From an optimization exercise on the open Yosys and OpenROAD flow, aimed at small area and a short achievable clock period; shortcuts taken in it are not production practice.
No functional check of the RTL was part of this run.
Power figures rest on the tool's default switching activity, not on a simulated workload.

`design.v`:
```
package registerfile_pkg;
    localparam int RF_WIDTH    = 64;
    localparam int RF_DEPTH    = 32;
    localparam int RF_ZERO_REG = 31;
    function automatic integer rf_addr_w(input integer depth);
        rf_addr_w = $clog2(depth);
    endfunction
endpackage
module registerfile_aoi22 #(parameter int WIDTH = 64) (
    input  logic             a, b,
    input  logic [WIDTH-1:0] x, y,
    output logic [WIDTH-1:0] o
);
    assign o = ~((x & {WIDTH{a}}) | (y & {WIDTH{b}}));
endmodule
module registerfile_oa21 #(parameter int WIDTH = 64) (
    input  logic             a,
    input  logic [WIDTH-1:0] x, y,
    output logic [WIDTH-1:0] o
);
    assign o = (x | {WIDTH{a}}) & y;
endmodule
module registerfile_nand #(parameter int WIDTH = 64, parameter int N = 4) (
    input  logic [N*WIDTH-1:0] x,
    output logic [WIDTH-1:0]   o
);
    always_comb begin
        o = '1;
        for (int k = 0; k < N; k++) o = o & x[k*WIDTH +: WIDTH];
        o = ~o;
    end
endmodule
module registerfile_nand2s #(parameter int WIDTH = 64) (
    input  logic             a,
    input  logic [WIDTH-1:0] x,
    output logic [WIDTH-1:0] o
);
    assign o = ~(x & {WIDTH{a}});
endmodule
module registerfile_oai #(parameter int WIDTH = 64, parameter int N = 4) (
    input  logic               en,
    input  logic [N*WIDTH-1:0] x,
    output logic [WIDTH-1:0]   o
);
    always_comb begin
        o = '0;
        for (int k = 0; k < N; k++) o = o | x[k*WIDTH +: WIDTH];
        o = ~(o & {WIDTH{en}});
    end
endmodule
module registerfile_read_port
#(
    parameter int WIDTH  = registerfile_pkg::RF_WIDTH,
    parameter int NREG   = registerfile_pkg::RF_DEPTH - 1,
    parameter int NWRITE = 2
) (
    input  logic [NREG-1:0]         hot_i,
    input  logic [NREG*WIDTH-1:0]   regs_i,
    input  logic                    nofwd_i,
    input  logic [NWRITE-1:0]       fwd_i,
    input  logic [NWRITE*WIDTH-1:0] wr_data_i,
    output logic [WIDTH-1:0]        data_o
);
    localparam int NP = NREG / 2;
    localparam int NG = (NREG + 1) / 2;
    logic [NG*WIDTH-1:0] g;      
    logic [4*WIDTH-1:0]  p;      
    logic [WIDTH-1:0]    an;     
    logic [WIDTH-1:0]    fn;     
    for (genvar k = 0; k < NP; k++) begin : g_a2
        registerfile_aoi22 #(.WIDTH(WIDTH)) u (
            .a(hot_i[2*k]), .b(hot_i[2*k+1]),
            .x(regs_i[(2*k)*WIDTH +: WIDTH]),
            .y(regs_i[(2*k+1)*WIDTH +: WIDTH]),
            .o(g[k*WIDTH +: WIDTH]));
    end
    if (NG > NP) begin : g_a1
        registerfile_nand2s #(.WIDTH(WIDTH)) u (
            .a(hot_i[NREG-1]), .x(regs_i[(NREG-1)*WIDTH +: WIDTH]),
            .o(g[NP*WIDTH +: WIDTH]));
    end
    for (genvar k = 0; k < 4; k++) begin : g_n
        registerfile_nand #(.WIDTH(WIDTH), .N(4)) u (
            .x(g[4*k*WIDTH +: 4*WIDTH]), .o(p[k*WIDTH +: WIDTH]));
    end
    registerfile_oai #(.WIDTH(WIDTH), .N(4)) u_o (.en(nofwd_i), .x(p), .o(an));
    registerfile_aoi22 #(.WIDTH(WIDTH)) u_f (
        .a(fwd_i[0]), .b(fwd_i[1]),
        .x(wr_data_i[0 +: WIDTH]), .y(wr_data_i[WIDTH +: WIDTH]),
        .o(fn));
    registerfile_nand #(.WIDTH(WIDTH), .N(2)) u_out (.x({fn, an}), .o(data_o));
endmodule
module registerfile_mp
#(
    parameter int WIDTH    = registerfile_pkg::RF_WIDTH,
    parameter int DEPTH    = registerfile_pkg::RF_DEPTH,
    parameter int NREAD    = 2,
    parameter int NWRITE   = 2,
    parameter int ZERO_REG = DEPTH - 1,
    parameter int BYPASS   = 1,
    parameter int ADDR_W   = registerfile_pkg::rf_addr_w(DEPTH)
) (
    input  logic                     clock,
    input  logic                     reset,
    input  logic [NREAD*ADDR_W-1:0]  select,
    output logic [NREAD*WIDTH-1:0]   out,
    output logic [NREAD-1:0]         busy,
    input  logic [NWRITE-1:0]        write,
    input  logic [NWRITE*ADDR_W-1:0] address,
    input  logic [NWRITE*WIDTH-1:0]  data_in,
    input  logic                     reserve,
    input  logic [ADDR_W-1:0]        reserve_address
);
    localparam int NREG = DEPTH - 1;
    logic [NREG*WIDTH-1:0] regs_q;
    logic [NREG*WIDTH-1:0] regs_d;
    logic [NREG-1:0]       pend_q;
    logic [NREG-1:0]       valid_q;
    logic [NREG-1:0]       hit0, hit1, hit_any, res_hit;
    always_comb begin
        for (int i = 0; i < NREG; i++) begin
            hit0[i]    = write[0] && (address[0 +: ADDR_W] == ADDR_W'(i));
            hit1[i]    = write[1] && (address[ADDR_W +: ADDR_W] == ADDR_W'(i));
            res_hit[i] = reserve && (reserve_address == ADDR_W'(i));
        end
        hit_any = hit0 | hit1;
    end
    logic [NWRITE*WIDTH-1:0] data_n;
    assign data_n = ~data_in;
    for (genvar i = 0; i < NREG; i++) begin : g_wr
        logic [WIDTH-1:0] w;
        registerfile_aoi22 #(.WIDTH(WIDTH)) u_w (
            .a(hit1[i]), .b(hit0[i] & ~hit1[i]),
            .x(data_n[WIDTH +: WIDTH]),
            .y(data_n[0 +: WIDTH]),
            .o(w));
        registerfile_oa21 #(.WIDTH(WIDTH)) u_h (
            .a(hit_any[i]), .x(regs_q[i*WIDTH +: WIDTH]), .y(w),
            .o(regs_d[i*WIDTH +: WIDTH]));
    end
    always_ff @(posedge clock) begin
        regs_q <= regs_d;
    end
    always_ff @(posedge clock) begin
        if (reset) begin
            valid_q <= '0;
            pend_q  <= '0;
        end else begin
            valid_q <= valid_q | hit_any;
            pend_q  <= (pend_q & ~hit_any) | res_hit;
        end
    end
    for (genvar r = 0; r < NREAD; r++) begin : g_rd
        logic [ADDR_W-1:0] sel;
        logic [NREG-1:0]   dec, hot;
        logic [NWRITE-1:0] fwd;
        logic              match1, match0;
        assign sel    = select[r*ADDR_W +: ADDR_W];
        assign match1 = write[1] && (address[ADDR_W +: ADDR_W] == sel);
        assign match0 = write[0] && (address[0 +: ADDR_W] == sel);
        assign fwd[1] = match1 && (sel != ADDR_W'(ZERO_REG));
        assign fwd[0] = match0 && !match1 && (sel != ADDR_W'(ZERO_REG));
        always_comb begin
            for (int i = 0; i < NREG; i++)
                dec[i] = (sel == ADDR_W'(i));
            hot = dec & valid_q;
        end
        assign busy[r] = (|(pend_q & dec)) && !(|fwd);
        registerfile_read_port #(
            .WIDTH  (WIDTH),
            .NREG   (NREG),
            .NWRITE (NWRITE)
        ) u_rd (
            .hot_i     (hot),
            .regs_i    (regs_q),
            .nofwd_i   (!(|fwd)),
            .fwd_i     (fwd),
            .wr_data_i (data_in),
            .data_o    (out[r*WIDTH +: WIDTH])
        );
    end
endmodule
```
`run.sh`:
```
#!/bin/bash
# synth_recipe.tcl (not shown) runs the flow's synth.tcl, then flattens the netlist and writes it again
# the make line also repeats each setting of config.mk as NAME=value (left out here)
make -C /OpenROAD-flow-scripts/flow DESIGN_CONFIG=/design/flow/config.mk WORK_HOME=/design/flow/orfs CLKGATE_MAP_FILE= SYNTH_SCRIPT=/design/flow/synth_recipe.tcl finish
```
`config.mk`:
```
export PLATFORM = sky130hd
export DESIGN_NAME = registerfile_mp
export DESIGN_NICKNAME = registerfile_mp
export VERILOG_FILES = /design/flow/design.v
export SDC_FILE = /design/flow/constraint.sdc
export NUM_CORES = 4
export LEC_CHECK = 0
export CAP_MARGIN = 20
export CORE_MARGIN = 2
export CORE_UTILIZATION = 45
export GPL_ROUTABILITY_DRIVEN = 1
export PLACE_DENSITY = 0.6
export SLEW_MARGIN = 20
export SYNTH_HIERARCHICAL = 1
```
`constraint.sdc`:
```
create_clock -name core_clock -period 6.5 [get_ports {clock}]
set_input_delay 1.3000 -clock core_clock [delete_from_list [all_inputs] [get_ports {clock}]]
set_output_delay 1.3000 -clock core_clock [all_outputs]
set_load 0.01 [all_outputs]
```
==> impl_metrics.env <==
export IMPL_outcome="finished with violations"
export IMPL_die_area_um2=286000
export IMPL_worst_slack_ns=-0.223
export IMPL_syn_instance_count=10812
export IMPL_slowest_delay_ns=0.92
export IMPL_holdPathStages=1
export IMPL_slowest_stage="o41ai_1"
export IMPL_synthAdderAreaFrac=0
export IMPL_holdWs_ns=0.483
export IMPL_pin_count=288
export IMPL_worst_pin_slew_ns=1.31
export IMPL_die_w_um=535
export IMPL_layout_commonest_cell="a22oi_2"
export IMPL_switching_share=0.314
export IMPL_ys_top_cells_by_area="a22oi_2, dfxtp_1, o21a_1"
export IMPL_grt_pass1_vias=110426
export IMPL_synth_mux_area_frac=0.00103
export IMPL_synth_xor_area_frac=0.00138
export IMPL_grt_pass1_wl_mm=861
export IMPL_vias=112800
export IMPL_seqPwrFrac=0.513
export IMPL_setup_violations=6
export IMPL_slew_headroom=0.126
export IMPL_power_leakage_nw=40.8
export IMPL_irDropWorstVdd_v=0.000244
export IMPL_postLayoutCoreUtil=0.497
export IMPL_ys_flop_type="dfxtp_1"
export IMPL_worstPathRequired_ns=5.20
export IMPL_crit_path_end_kind="primary output"
export IMPL_worstSetupStartpointType="primary input"
export IMPL_viasPerCell=7.60
export IMPL_layout_nets=11066
export IMPL_synth_warnings=10
export IMPL_root_buffer="clkbuf_16"
export IMPL_yosysTopAreaCell="a22oi_2"
export IMPL_antenna_found_initial=26
export IMPL_avgSynthCellArea_um2=11.7
export IMPL_r2r_start="pend_q[0]$_SDFF_PP0_"
export IMPL_yosys_area_share_simple=0.0492
export IMPL_wl_per_cell_um=42.1
export IMPL_skew_ns=0
export IMPL_slew_viol_final=0
export IMPL_dp_hpwl_mm=373
export IMPL_ys_ff_latch=2046
export IMPL_grt_use_total=0.417
export IMPL_p_int_w=0.0274
export IMPL_synth_top_area_frac=0.373
export IMPL_drt_pre_antenna_iters=9
export IMPL_fin_crit_sh=1.03
export IMPL_core_area_um2=280000
export IMPL_so_violations="negative setup slack"
export IMPL_crit_chain="clkdlybuf4s50_1 > inv_1 > and2_1 > and3_4 > buf_12 > a22oi_2 > nand4_1 > o41ai_1 > nand2_1 > clkdlybuf4s50_1"
export IMPL_synth_compound_area_frac=0.519
export IMPL_worstPathArrival_ns=5.42
export IMPL_clk_pin_slew_ns=0.06
export IMPL_htreeDepth=4
export IMPL_cp_startpoint="select[9]"
export IMPL_hp_class="reg2reg"
export IMPL_totalNegativeSetupSlack_ns=-0.409
export IMPL_finish_instance_area_um2=139000
export IMPL_ys_seq_area_frac=0.323
export IMPL_numClockSinks=2046
export IMPL_gp_congestion=0.950
export IMPL_synth_edf_count=0
export IMPL_cts_tree="built"
export IMPL_synth_top_family_by_area="compound AO/OA/AOI/OAI gates"
export IMPL_fp_row_count=194
export IMPL_port_buffers=287
export IMPL_powerDensity_nw_per_um2=287
export IMPL_period_needed_ns=6.72
export IMPL_finalPower_w=0.0399
export IMPL_worst_r2r_cell_count=2
export IMPL_critPathMostFrequentCell="clkdlybuf4s50_1"
export IMPL_fmaxAchievable_mhz=149
export IMPL_clockBufferDepth=4
export IMPL_cp_max_fo=64
export IMPL_die_height_um=535
export IMPL_hold_viol=0
export IMPL_ys_async_sr_fraction=0
export IMPL_overflow=0
export IMPL_start_util=0.453
export IMPL_critical_path_class="in2out"
export IMPL_grt_start_max_net_pins=66
export IMPL_maxCapViolations=0
export IMPL_clkPwrFrac=0.362
export IMPL_wirelength_mm=625
export IMPL_p_comb_frac=0.126
export IMPL_rsz0062_at_grt="no"
export IMPL_numCtsBuffers=236
export IMPL_synth_cell_types=57
export IMPL_drt_iter0_markers=16064
export IMPL_area_growth_pct=9.69
export IMPL_synth_net_count=10970
export IMPL_p_switching_w=0.0125
export IMPL_drive_gt1_frac=0.459
export IMPL_clk_latency_ns=0.97
export IMPL_place_area_um2=131000
export IMPL_final_cell_mix="a22oi_2, dfxtp_1, o21a_1, buf_4, nand4_1"
export IMPL_min_from="regs_q[1972]$_DFF_P_"
export IMPL_post_cts_setup_buffers=0
export IMPL_synth_area_um2=127000
export IMPL_drc=0
export IMPL_antenna_left=0
-- power groups by stage --
stage / logic (W) / registers, W / clock network, W
global route: 0.00526 / 0.0208 / 0.0149
detailed placement: 0.00485 / 0.0205 / 0
global placement: 0.00462 / 0.0203 / 0
finish: 0.00502 / 0.0205 / 0.0144
floorplan: 0.00371 / 0.0196 / 0
CTS: 0.00487 / 0.0203 / 0.0144
-- timing repair --
action,in CTS,in global routing
cloned,0,0
resized for setup,7,12
setup endpoints to repair,7,18
hold buffers,0,0
endpoints found under the hold margin,0,0
-- synthesized netlist by cell type (all sizes together) (7+ instances only) --
cell    instances
inv           134
nand2         331
mux2i           7
nand3          17
nand3b         35
o21a         1984
clkbuf         29
and2           15
nand4         518
xor2           16
o41ai         128
o21ai          35
a22oi        4035
a21oi          37
nor2          153
dfxtp        2046
buf          1142
nor3            8
nand2b          8
nor2b          20
and3           66
-- layer usage --
metal / track usage / part of all wire / vias to the layer above / routed length [µm]
met4: 0.291 / 0.079 / 28 / 49300
met5: 0.00683 / 0.0010 / - / 648
li1: - / - / 43693 / -
met3: 0.162 / 0.14 / 2708 / 85100
met2: 0.593 / 0.41 / 9329 / 255000
met1: 0.513 / 0.38 / 57042 / 235000
-- state kept, by name, indices dropped and copies added (netlist names) --
signal,count
regs_q,1984
pend_q,31
valid_q,31
-- cell families after synthesis --
group           count (synthesis)
compound gates               6245
simple gates                 1185
xor+xnor                       20
buf+inv                      1305
mux                            11
flops                        2046
-- cell type report --
type	instances	area, µm²
Inverter	134	515
Multi-Input combinational cell	7461	73600
Fill cell	24849	141000
Tap cell	3724	4660
Timing Repair Buffer	1029	11000
Clock inverter	94	1250
Sequential cell	2046	41000
Antenna cell	18	45.0
Clock buffer	342	6930
-- final timing paths --
| kind | end | slack [ns] |
|---|---|---|
| worst max-delay path | out[81] | -0.22 |
| worst min-delay path | regs_q[1972]$_DFF_P_ | 0.48 |
| worst max register to register | pend_q[0]$_SDFF_PP0_ | 5.69 |
| worst min register to register | regs_q[1972]$_DFF_P_ | 0.48 |
-- stage by stage --
step                      setup slack (ns)  cells
after global placement              -0.174  14387
after floorplan                       2.15  10812
after CTS                          0.00351  14827
final                               -0.223  14848
after global routing               0.00228  14831
after detailed placement            -0.127  14391
-- critical path, delay by kind of cell --
kind	cells	cell delay [ns]
AO/OA/AOI/OAI	2	1.29
AND/OR/NAND/NOR	4	0.92
buffers and inverters	4	1.58

==> afterwards: timing with drivers on the ports <==
Ports are ideal in the flow. The routed layout listed here was re-timed in OpenROAD.
Step 1, drivers: a clkbuf_16 drives clock and a buf_2 each remaining input, both assumed.
Step 2 moves the port delays by t, midway between the first and last clock arrival at a register: inputs arrive t later, outputs are due t later. That takes back most of the time a late clock gives input paths.
Slacks: ideal / step 1 / step 2; pairs: ideal / step 1.
t (ns): 1.055
slack for setup (ns): -0.223 / -0.248 / -0.248
worst register clock-pin slew, ns: 0.07 / 0.07
For this run, drivers alone change the setup slack by -0.025 ns; drivers and shift together by -0.025 ns.
